This design comes from an exercise in tuning for small area on the open sky130 flow, not from production work. In this exercise RTL edits were held to simulation tests only and were not proved equivalent to the original. Power figures rest on the tool's default switching activity, not on a simulated workload.

==> flow/design.v <==
module rf_aoi222 (
  input  logic a0, b0, a1, b1, a2, b2,
  output logic y
);
  assign y = ~((a0 & b0) | (a1 & b1) | (a2 & b2));
endmodule
module rf_nand4 (
  input  logic a, b, c, d,
  output logic y
);
  assign y = ~(a & b & c & d);
endmodule
module rf_nand3 (
  input  logic a, b, c,
  output logic y
);
  assign y = ~(a & b & c);
endmodule
module rf_nor4 (
  input  logic a, b, c, d,
  output logic y
);
  assign y = ~(a | b | c | d);
endmodule
module regfile_mp #(
  parameter int XLEN      = 32,
  parameter int NUM_REGS  = 32,
  parameter int NUM_READ  = 2,
  parameter int NUM_WRITE = 2,
  parameter int AW        = $clog2(NUM_REGS)
) (
  input  logic                      clock,
  input  logic                      reset,
  input  logic [NUM_READ-1:0]       rd_en,
  input  logic [NUM_READ*AW-1:0]    rd_addr,
  output logic [NUM_READ*XLEN-1:0]  rd_data,
  output logic [NUM_READ-1:0]       rd_busy,
  input  logic [NUM_WRITE-1:0]      wr_en,
  input  logic [NUM_WRITE*AW-1:0]   wr_addr,
  input  logic [NUM_WRITE*XLEN-1:0] wr_data,
  input  logic                      issue_en,
  input  logic [AW-1:0]             issue_rd
);
  localparam int NR = NUM_REGS - 1;   
  logic                      phase;
  logic [NR:1][XLEN-1:0]     store;
  logic [NR:1][XLEN-1:0]     store_d;
  logic [NUM_REGS-1:0]       valid;
  logic [NUM_REGS-1:0]       busy;
  logic [NUM_REGS-1:0] h0, h1, hit, keep, issue_hit;
  logic [XLEN-1:0]     x0, x1;
  always_comb begin
    for (int r = 0; r < NUM_REGS; r++) begin
      h1[r]        = (r != 0) && wr_en[1] && (wr_addr[AW +: AW] == r[AW-1:0]);
      h0[r]        = (r != 0) && wr_en[0] && (wr_addr[0 +: AW] == r[AW-1:0]) && !h1[r];
      hit[r]       = h0[r] | h1[r];
      keep[r]      = !hit[r];
      issue_hit[r] = (r != 0) && issue_en && (issue_rd == r[AW-1:0]);
    end
  end
  assign x0 = wr_data[0 +: XLEN]    ^ {XLEN{phase}};
  assign x1 = wr_data[XLEN +: XLEN] ^ {XLEN{phase}};
  always_ff @(posedge clock or negedge reset) begin
    if (!reset) phase <= 1'b0;
    else        phase <= ~phase;
  end
  for (genvar r = 1; r <= NR; r++) begin : g_store
    for (genvar i = 0; i < XLEN; i++) begin : g_bit
      rf_aoi222 u_nxt (
        .a0(h1[r]),   .b0(x1[i]),
        .a1(h0[r]),   .b1(x0[i]),
        .a2(keep[r]), .b2(store[r][i]),
        .y (store_d[r][i])
      );
    end
    always_ff @(posedge clock) store[r] <= store_d[r];
  end
  always_ff @(posedge clock or negedge reset) begin
    if (!reset) begin
      valid <= '0;
      busy  <= '0;
    end else begin
      valid <= valid | hit;
      busy  <= (busy & ~hit) | issue_hit;
    end
  end
  localparam int NT = NR + 2;           
  localparam int NG = (NT + 2) / 3;     
  for (genvar p = 0; p < NUM_READ; p++) begin : g_rd
    logic [AW-1:0]          a;
    logic                   f0, f1, fwd, zsel;
    logic [NG*3-1:0]        tsel;
    logic [NG*3*XLEN-1:0]   tval;
    logic [NG*XLEN-1:0]     n1;
    logic [3*XLEN-1:0]      o2;
    logic [XLEN-1:0]        nr;
    logic                   bsy;
    assign a    = rd_addr[p*AW +: AW];
    assign f1   = rd_en[p] && wr_en[1] && (wr_addr[AW +: AW] == a) && (a != '0);
    assign f0   = rd_en[p] && wr_en[0] && (wr_addr[0 +: AW] == a) && (a != '0) && !f1;
    assign fwd  = f0 | f1;
    assign zsel = rd_en[p] && !fwd && !valid[a] && phase;
    always_comb begin
      tsel = '0;
      tval = '0;
      for (int r = 1; r <= NR; r++) begin
        tsel[r-1] = rd_en[p] && !fwd && (a == r[AW-1:0]) && valid[r];
        tval[(r-1)*XLEN +: XLEN] = store[r];
      end
      tsel[NR]   = f1;
      tval[NR*XLEN +: XLEN] = x1;
      tsel[NR+1] = f0;
      tval[(NR+1)*XLEN +: XLEN] = x0;
    end
    for (genvar i = 0; i < XLEN; i++) begin : g_bit
      for (genvar g = 0; g < NG; g++) begin : g_grp
        rf_aoi222 u_aoi (
          .a0(tsel[3*g]),   .b0(tval[(3*g)*XLEN+i]),
          .a1(tsel[3*g+1]), .b1(tval[(3*g+1)*XLEN+i]),
          .a2(tsel[3*g+2]), .b2(tval[(3*g+2)*XLEN+i]),
          .y (n1[g*XLEN+i])
        );
      end
      rf_nand4 u_o0 (.a(n1[0*XLEN+i]), .b(n1[1*XLEN+i]), .c(n1[2*XLEN+i]),  .d(n1[3*XLEN+i]), .y(o2[0*XLEN+i]));
      rf_nand4 u_o1 (.a(n1[4*XLEN+i]), .b(n1[5*XLEN+i]), .c(n1[6*XLEN+i]),  .d(n1[7*XLEN+i]), .y(o2[1*XLEN+i]));
      rf_nand3 u_o2 (.a(n1[8*XLEN+i]), .b(n1[9*XLEN+i]), .c(n1[10*XLEN+i]),               .y(o2[2*XLEN+i]));
      rf_nor4  u_or (.a(o2[0*XLEN+i]), .b(o2[1*XLEN+i]), .c(o2[2*XLEN+i]),  .d(zsel),     .y(nr[i]));
    end
    assign bsy = busy[a] && !fwd;
    always_ff @(posedge clock or negedge reset) begin
      if (!reset) begin
        rd_data[p*XLEN +: XLEN] <= '0;
        rd_busy[p]              <= 1'b0;
      end else if (rd_en[p]) begin
        rd_data[p*XLEN +: XLEN] <= ~(nr ^ {XLEN{phase}});
        rd_busy[p]              <= bsy;
      end
    end
  end
endmodule
==> flow/flow/run.sh <==
#!/bin/bash
# Layout: the standard ORFS flow (standard.sh, which runs the standard synthesis unchanged),
# with these changes to how the layout is made:
#  - port buffers are buf_2 cells instead of the cell buffer_ports picks by default;
#  - CTS clusters up to 20 sinks within 100 um per leaf buffer and inserts no dummy loads;
# The make output goes to make_finish.log here; ORFS writes each step's log under orfs/logs/.
set -euo pipefail
export BUFFER_PORTS_ARGS="-buffer_cell sky130_fd_sc_hd__buf_2"
export CTS_ARGS="-sink_clustering_enable -repair_clock_nets -dont_use_dummy_load -sink_clustering_size 20 -sink_clustering_max_diameter 100"
bash standard.sh finish > make_finish.log 2>&1
==> flow/standard.sh <==
#!/bin/bash
# synth_recipe.tcl (not shown) runs the flow's synth.tcl, then flattens the netlist and writes it again
# the make line also repeats each setting of config.mk as NAME=value (left out here)
make -C /OpenROAD-flow-scripts/flow DESIGN_CONFIG=/design/flow/config.mk WORK_HOME=/design/flow/orfs CLKGATE_MAP_FILE= SYNTH_SCRIPT=/design/flow/synth_recipe.tcl "${@:-finish}"
==> flow/config.mk <==
export PLATFORM = sky130hd
export DESIGN_NAME = regfile_mp
export DESIGN_NICKNAME = regfile_mp
export VERILOG_FILES = /design/flow/design.v
export SDC_FILE = /design/flow/constraint.sdc
export NUM_CORES = 4
export LEC_CHECK = 0
export CAP_MARGIN = 10
export CELL_PAD_IN_SITES_DETAIL_PLACEMENT = 1
export CELL_PAD_IN_SITES_GLOBAL_PLACEMENT = 1
export CORE_MARGIN = 2
export CORE_UTILIZATION = 45
export SLEW_MARGIN = 10
export SYNTH_HIERARCHICAL = 1
==> flow/constraint.sdc <==
create_clock -name core_clock -period 5.0 [get_ports {clock}]
set_input_delay 1.0000 -clock core_clock [delete_from_list [all_inputs] [get_ports {clock}]]
set_output_delay 1.0000 -clock core_clock [all_outputs]
set_load 0.01 [all_outputs]
==> results_dict.tcl, run 1 <==
set metrics [dict create \
    cts_buffers 67 \
    die_area_sq_um 108000 \
    timing_worst_setup_path_type "in2reg" \
    largest_net_degree_at_the_start_of_global_routing 68 \
    cts_max_path_buffers 3 \
    rows 118 \
    cp-end-kind "register" \
    drt_drc_violations_left 0 \
    route.detailed.wl_per_inst_microns 51.6 \
    synth-async-reset-ratio_pct 11.5 \
    pwr_cell_area_nw_per_um2 440 \
    synth_top_cells_by_area "dfxtp_1 (42%), a222oi_1 (36%), dfrtp_1 (6.8%), nand4_1 (1.8%), nor4_2 (1.7%)" \
    grt_pass1_vias 54083 \
    crit_path_cell_trace "buf_2 > or2_1 > o41ai_2 > nor3_1 > buf_4 > nor4b_4 > nand3_1 > nor2_4 > buf_12 > a222oi_1 > nand4_1 > nor4_2 > xnor2_1 > mux2_2" \
    initial_core_util_pct 45.5 \
    outcome "finished clean" \
    coreArea_sq_um 104000 \
    total_grt_overflow 0 \
    clk-insertion-delay-late_ns 0.71 \
    half_perimeter_wire_length_after_detailed_placement_microns 183000 \
    ios 162 \
    synth-edff-count 0 \
    post-cts-setup-buffer-count 0 \
    reg2regPathDepth 7 \
    vias_per_cell 9.62 \
    syn_area_sq_um 47300 \
    yosysTopAreaCellShare_pct 42.0 \
    die_y_microns 328 \
    final_period_minus_worst_setup_slack_ns 4.83 \
    dr_total_vias 54788 \
    clock_tree_from_tritoncts "done" \
    maxClockFrequency_ghz 0.207 \
    cts_hold_buffers 0 \
    postSynthNetCount 3900 \
    area_delta_synth_final_pct 18.5 \
    cts_resized 0 \
    slew-limit-headroom_pct 10.6 \
    first_pass_grt_wire_length_microns 407000 \
    startpoint_type "input port" \
    port_buffer_count 161 \
    reg2reg_slack_ns 1.31 \
    synth.distinct_cells 51 \
    ys.warnings.count 7 \
    worst_pin_slew_ns 1.34 \
    finish.utilization_pct 54.0 \
    dp_worst_setup_slack_ns -0.193 \
    syn_area_per_cell_sq_um 12.4 \
    rr_startpoint "phase" \
    ir_drop_v 0.000352 \
    detail_route.first_pass.iterations 22 \
    route.antenna.remaining_nets 0 \
    antenna_found_initial 11 \
    routed_wirelength_microns 294000 \
    synth_ff_type "dfxtp_1" \
    clock_tree.root_cell "clkbuf_16" \
    rsz0062_at_grt "false" \
    clock_sink_count 1121 \
    slew_viol_final 0 \
    worstPathRequired_ns 5.58 \
    power.static_leakage_nw 19.5 \
    aggregate_global_route_resource_usage_pct 52.1 \
    die-width_microns 328 \
    path_clk_slew_ns 0.09 \
    timing.rr.end "rd_data[44]" \
    setup_viol 0 \
    worstHoldPathType "in2async" \
    timing.clock.skew_ns 0.0827 \
    critPathTopFamily "simple AND/OR/NAND/NOR gates" \
    critical-path-max-stage-delay_ns 0.82 \
    final.fill_count 10579 \
    maxCapViolCount 0 \
    period_share_pct 96.6 \
    cts_htree_levels 3 \
    post-synth-top-area-cell "dfxtp_1" \
    drt_first_iter_violations 18979 \
    crit_path_max_fanout 32 \
    critical_path.n_buffers_inverters 3 \
    worst-endpoint-arrival_ns 5.41 \
    postSynthCellCount 3804 \
    sequential_cell_area_fraction_in_the_yosys_report_pct 48.8 \
    globalplace.congestion 1.03 \
    final_layout_size_suffix_gt1_share_pct 21.7 \
    synth_seq_cells 1121 \
    final_worst_setup_slack_ns 0.169 \
    cp_slowest_cell "a222oi_1" \
    nNetsFinal 4415 \
    hold_viol_final 0 \
]
cells in the final DEF (no fill, tap or decap), types with 38 or more instances in the layout:
master        n
a222oi_1   1696
dfxtp_1     992
buf_4       288
nand2b_1     38
dfrtp_1     128
nor4_2       64
clkbuf_16    67
nand2_1      83
nor2_4       70
nand3_1      73
xnor2_1      84
nand4_1     134
mux2_2       68
buf_12       59
buf_2       160
xor2_2       62
Yosys cell counts (2+ instances only):
cell type	instances
a222oi_1	1696
dfxtp_1	992
nand4_1	134
dfrtp_1	129
nor2_1	97
xnor2_1	84
nand2_1	83
nand3_1	73
mux2_2	69
nor4_2	65
xor2_1	64
nand2b_1	38
a21oi_1	36
and3_1	36
clkbuf_1	32
mux4_2	23
nor2b_1	18
buf_2	16
and4_1	13
a22o_1	12
o21ai_0	10
buf_1	9
a32o_1	8
nor3_1	8
inv_1	7
mux2i_1	7
mux4_1	5
nor3_2	5
a221oi_1	4
nor3b_1	4
o31ai_1	4
and2_1	2
buf_4	2
o21ai_1	2
modules after synthesis, one instance, submodules excluded:
module	cells	times used	flip-flops and latches	cell area [sq um]
regfile_mp	1852	1	1121	28400
rf_aoi222	1	1696	0	10.0
rf_nand3	1	64	0	5.00
rf_nand4	1	128	0	6.26
rf_nor4	1	64	0	12.5
state kept, by name (all words and copies together) (netlist names):
name,cells
store,992
rd_data,64
busy,31
valid,31
rd_busy,2
phase,1
layout make-up:
class                      count  area (sq um)  area share (%)
inverter                       7          26.3          0.0468
timing repair buffer         508          4160            7.41
sequential                  1121         23100            41.2
multi-input combinational   2614         25400            45.3
clock buffer                  67          1680            2.99
tap                         1380          1730            3.08
antenna                        1          2.50         0.00446
metrics by stage:
stage                     total power [W]  TNS (ns)  area [sq um]  hold WS [ns]  std cells
after floorplan                    0.0166    -12.41         47400         0.456       3804
after global placement             0.0183   -0.0522         54400         0.463       5630
after detailed placement           0.0189    -0.280         54400         0.475       5630
after CTS                          0.0243         0         56100         0.438       5697
after global routing               0.0254         0         56100         0.384       5697
final                              0.0247         0         56100         0.351       5698
layer usage:
| metal | wire [microns] | up-vias | GRT usage, % | part of all wire, % |
|---|---|---|---|---|
| met1 | 96900 | 27026 | 63.1 | 33 |
| met4 | 23500 | 18 | 32.0 | 8.0 |
| li1 | - | 20112 | - | - |
| met3 | 57600 | 1687 | 27.2 | 20 |
| met2 | 115000 | 5945 | 72.3 | 39 |
| met5 | 309 | - | 1.11 | 0.11 |
worst reg2reg max path, delay by kind of cell, from the launching register on:
family / cells / cell delay, ns
muxes: 1 / 0.28
and+or+nand+nor: 2 / 0.96
AOI/OAI and AO/OA: 1 / 0.37
buffers and inverters: 1 / 0.52
xor gates and xnor gates: 2 / 0.61
DFF: 1 / 0.93
worst max path at each step:
| stage | endpoint | slack (ns) | from | depth (start not counted) |
|---|---|---|---|---|
| 2_1_floorplan | rd_data[0] | -0.39 | rd_addr[0] | 10 |
| 3_3_place_gp | rd_data[28] | -0.04 | rd_addr[3] | 14 |
| 3_5_place_dp | rd_data[28] | -0.19 | rd_addr[3] | 14 |
| 4_1_cts | rd_data[28] | 0.51 | rd_addr[3] | 14 |
| 5_1_grt | rd_data[28] | 0.23 | rd_addr[3] | 14 |
| 6_report | rd_data[28] | 0.17 | rd_addr[2] | 14 |
report_power, final:
| group | switching (W) | internal (W) | leakage, nW |
|---|---|---|---|
| clock network | 0.00321 | 0.00240 | 0.826 |
| logic | 0.00241 | 0.00245 | 8.71 |
| registers | 0.00248 | 0.0118 | 9.96 |
logic make-up (layout without fill, tap and decap cells):
family | count (synthesis) | after routing | synth area share (%)
compound gates | 1780 | 1780 | 37.1
xor+xnor | 148 | 148 | 2.74
buf+inv | 69 | 582 | 0.658
flops | 1121 | 1121 | 48.8
mux | 104 | 104 | 3.16
other cells | 0 | 1 | 0
simple gates | 582 | 582 | 7.58
==> run 2, diff against run 1 <==
==> flow/config.mk (replaced) <==
export PLATFORM = sky130hd
export DESIGN_NAME = regfile_mp
export DESIGN_NICKNAME = regfile_mp
export VERILOG_FILES = /design/flow/design.v
export SDC_FILE = /design/flow/constraint.sdc
export NUM_CORES = 4
export LEC_CHECK = 0
export CAP_MARGIN = 20
export CELL_PAD_IN_SITES_DETAIL_PLACEMENT = 1
export CELL_PAD_IN_SITES_GLOBAL_PLACEMENT = 1
export CORE_MARGIN = 2
export CORE_UTILIZATION = 40
export SLEW_MARGIN = 20
export SYNTH_HIERARCHICAL = 1
==> results_dict.tcl, run 2 <==
set metrics [dict create \
    ios 162 \
    area_delta_synth_final_pct 21.3 \
    cts_htree_levels 3 \
    clock_tree.root_cell "clkbuf_16" \
    critPathTopFamily "simple AND/OR/NAND/NOR gates" \
    worst_pin_slew_ns 1.20 \
    synth.distinct_cells 51 \
    finish.utilization_pct 48.8 \
    largest_net_degree_at_the_start_of_global_routing 83 \
    power.static_leakage_nw 19.8 \
    netSwitchingFraction_pct 32.6 \
    period_share_pct 88.7 \
    switching_power_total_w 0.00806 \
    dr_total_vias 53693 \
    synth_commonest_cells "a222oi_1 (1696), dfxtp_1 (992), nand4_1 (134), dfrtp_1 (129), nor2_1 (97)" \
    timing_worst_setup_path_type "in2reg" \
    final_layout_size_suffix_gt1_share_pct 22.9 \
    crit_path_cell_trace "buf_2 > xnor2_1 > nand4_1 > nor3_4 > buf_4 > nor4b_4 > and3_2 > buf_12 > a222oi_1 > nand4_1 > buf_12 > nor4_2 > xnor2_1 > mux2_2" \
    sequential_cell_area_fraction_in_the_yosys_report_pct 48.8 \
    largest_register_ffs 992 \
    detail_route.first_pass.iterations 22 \
    pwr-share-seq_pct 57.7 \
    synth_ff_type "dfxtp_1" \
    critical-path-max-stage-delay_ns 0.58 \
    maxCapViolCount 0 \
    route.detailed.wl_per_inst_microns 49.4 \
    hold_viol_final 0 \
    dp_worst_setup_slack_ns 0.0878 \
    syn_area_per_cell_sq_um 12.4 \
    first_pass_grt_wire_length_microns 402000 \
    synth-async-reset-ratio_pct 11.5 \
    nNetsFinal 4441 \
    outcome "finished clean" \
    slew-limit-headroom_pct 20.2 \
    commonest_non_fill_non_tap_cells_in_the_layout "a222oi_1 (1696), dfxtp_1 (992), buf_4 (288), buf_2 (160), nand4_1 (134)" \
    pwr_cell_area_nw_per_um2 430 \
    grt_pass1_vias 50722 \
    yosysTopAreaCellShare_pct 42.0 \
    rsz0062_at_grt "false" \
    critical_path.n_buffers_inverters 4 \
    cts_resized 0 \
    final_worst_setup_slack_ns 0.564 \
    drt_drc_violations_left 0 \
    portion_of_total_power_attributed_to_combinational_logic_pct 19.5 \
    reg_with_most_ffs "store" \
    reg2reg_slack_ns 1.49 \
    port_buffer_count 161 \
    clock_tree_from_tritoncts "done" \
    die_area_sq_um 121000 \
    die_y_microns 348 \
    cts_buffers 66 \
    startpoint_type "input port" \
    cts_hold_buffers 0 \
    antenna_found_initial 7 \
    aggregate_global_route_resource_usage_pct 45.9 \
    total_grt_overflow 0 \
    crit_path_max_fanout 35 \
    power.share.clock_pct 22.9 \
    synth_top_cells_by_area "dfxtp_1 (42%), a222oi_1 (36%), dfrtp_1 (6.8%), nand4_1 (1.8%), nor4_2 (1.7%)" \
    timing.clock.skew_ns 0.0640 \
    route.antenna.remaining_nets 0 \
    cp-end-kind "register" \
    p_int_w 0.0166 \
    synth-edff-count 0 \
    drt_first_iter_violations 17163 \
    biggestRegsByFlops "store: 992 flops, rd_data: 64 flops" \
    synth.most_common_cell "a222oi_1" \
    setup_viol 0 \
    worstHoldPathType "in2async" \
    syn_area_sq_um 47300 \
    die-width_microns 348 \
    worst-endpoint-arrival_ns 5.00 \
    initial_core_util_pct 40.2 \
    path_clk_slew_ns 0.09 \
    power.total_w 0.0247 \
    post-synth-top-area-cell "dfxtp_1" \
    postSynthCellCount 3804 \
    worstPathRequired_ns 5.57 \
    synth_seq_cells 1121 \
    cp_slowest_cell "buf_4" \
    final_common_cell "a222oi_1" \
    vias_per_cell 9.13 \
    slew_viol_final 0 \
    half_perimeter_wire_length_after_detailed_placement_microns 184000 \
    ys.warnings.count 7 \
    clk-insertion-delay-late_ns 0.70 \
    routed_wirelength_microns 291000 \
    postSynthNetCount 3900 \
    globalplace.congestion 1.02 \
    maxClockFrequency_ghz 0.225 \
    cts_max_path_buffers 3 \
    post-cts-setup-buffer-count 0 \
    final_period_minus_worst_setup_slack_ns 4.44 \
    rows 126 \
    coreArea_sq_um 118000 \
    ir_drop_v 0.000264 \
    clock_sink_count 1121 \
]
## run 2: path summary, 6_finish.rpt
check	start	endpoint	depth (start not counted)
hold reg to reg	store[156]	store[156]	1
setup / recovery	rd_addr[4]	rd_data[2]	14
hold / removal	reset	busy[6]	1
setup reg to reg	phase	rd_data[58]	8
max in group asynchronous	reset	rd_data[52]	2
min in group core_clock	store[156]	store[156]	1
## run 2: layout make-up
class / instances / area, sq um
antenna: 2 / 5.00
timing repair buffer: 535 / 4710
inverter: 7 / 26.3
multi-input combinational: 2614 / 26000
sequential: 1121 / 23100
tap: 1536 / 1920
clock buffer: 66 / 1650
fill: 11964 / 60300
## run 2: per-module statistics from Yosys, one instance, submodules excluded
module | flip-flops and latches | cell area (sq um) | cells
regfile_mp | 1121 | 28400 | 1852
rf_aoi222 | 0 | 10.0 | 1
rf_nand3 | 0 | 5.00 | 1
rf_nand4 | 0 | 6.26 | 1
rf_nor4 | 0 | 12.5 | 1
## run 2: cells by family after synthesis
logic type | synth area share [%]
mux | 3.16
compound gates | 37.1
xor+xnor | 2.74
buf+inv | 0.658
simple gates | 7.58
flops | 48.8
## run 2: power groups by stage
stage	combinational, W	clock, W	sequential [W]
after global routing	0.00508	0.00593	0.0145
after floorplan	0.00307	0	0.0135
after CTS	0.00471	0.00563	0.0141
after global placement	0.00454	0	0.0142
after detailed placement	0.00470	0	0.0142
final	0.00481	0.00564	0.0142
## run 2: through the flow
stage	cell area, sq um	hold WS, ns	cells	setup TNS (ns)
2_1_floorplan	47400	0.456	3804	-12.41
3_3_place_gp	55700	0.463	5811	0
3_5_place_dp	55800	0.475	5813	0
4_1_cts	57400	0.438	5879	0
5_1_grt	57400	0.456	5879	0
6_report	57400	0.402	5881	0
## run 2: layer usage
layer / routed length, microns / GRT usage, % / vias up
met4: 26700 / 34.1 / 8
met1: 103000 / 60.7 / 27055
li1: - / - / 20170
met3: 46400 / 12.7 / 1048
met5: 276 / 0.400 / -
met2: 115000 / 63.4 / 5412
## run 2: worst register-to-register path: stages, from the launching register on
cell and delay (ns):
dfrtp_4 1.08, buf_4 0.46, xor2_4 0.66, buf_4 0.42, a222oi_1 0.15, nand3_1 0.16
nor4_2 0.07, xnor2_1 0.15, mux2_2 0.29

==> port drivers added, routing unchanged <==
The flow's constraints put no driver on any port. The routed layouts listed below were extracted and timed again, unchanged, in two steps. Step 1 assumes that a clkbuf_16 drives the clock port and a buf_2 every other input. Step 2 times the ports against the registers' clock, not the clock port: input delays grow and output delays shrink by t, the midpoint of the rising clock arrivals with the driver on. a / b / c = ideal / step 1 / step 2; a / b = the first two.
run | t (ns) | slack for setup (ns) | hold slack, ns | worst data-port slew with drivers (ns)
run 1 | 0.747 | 0.169 / 0.226 / -0.521 | 0.351 / 0.309 / 0.488 | 0.11
run 2 | 0.752 | 0.564 / 0.624 / -0.128 | 0.402 / 0.358 / 0.489 | 0.14
Met with ideal ports but missed after step 2: setup timing in run 1 and run 2. For run 2, which loses most, drivers alone change the setup slack by +0.060 ns; drivers and shift together by -0.692 ns.
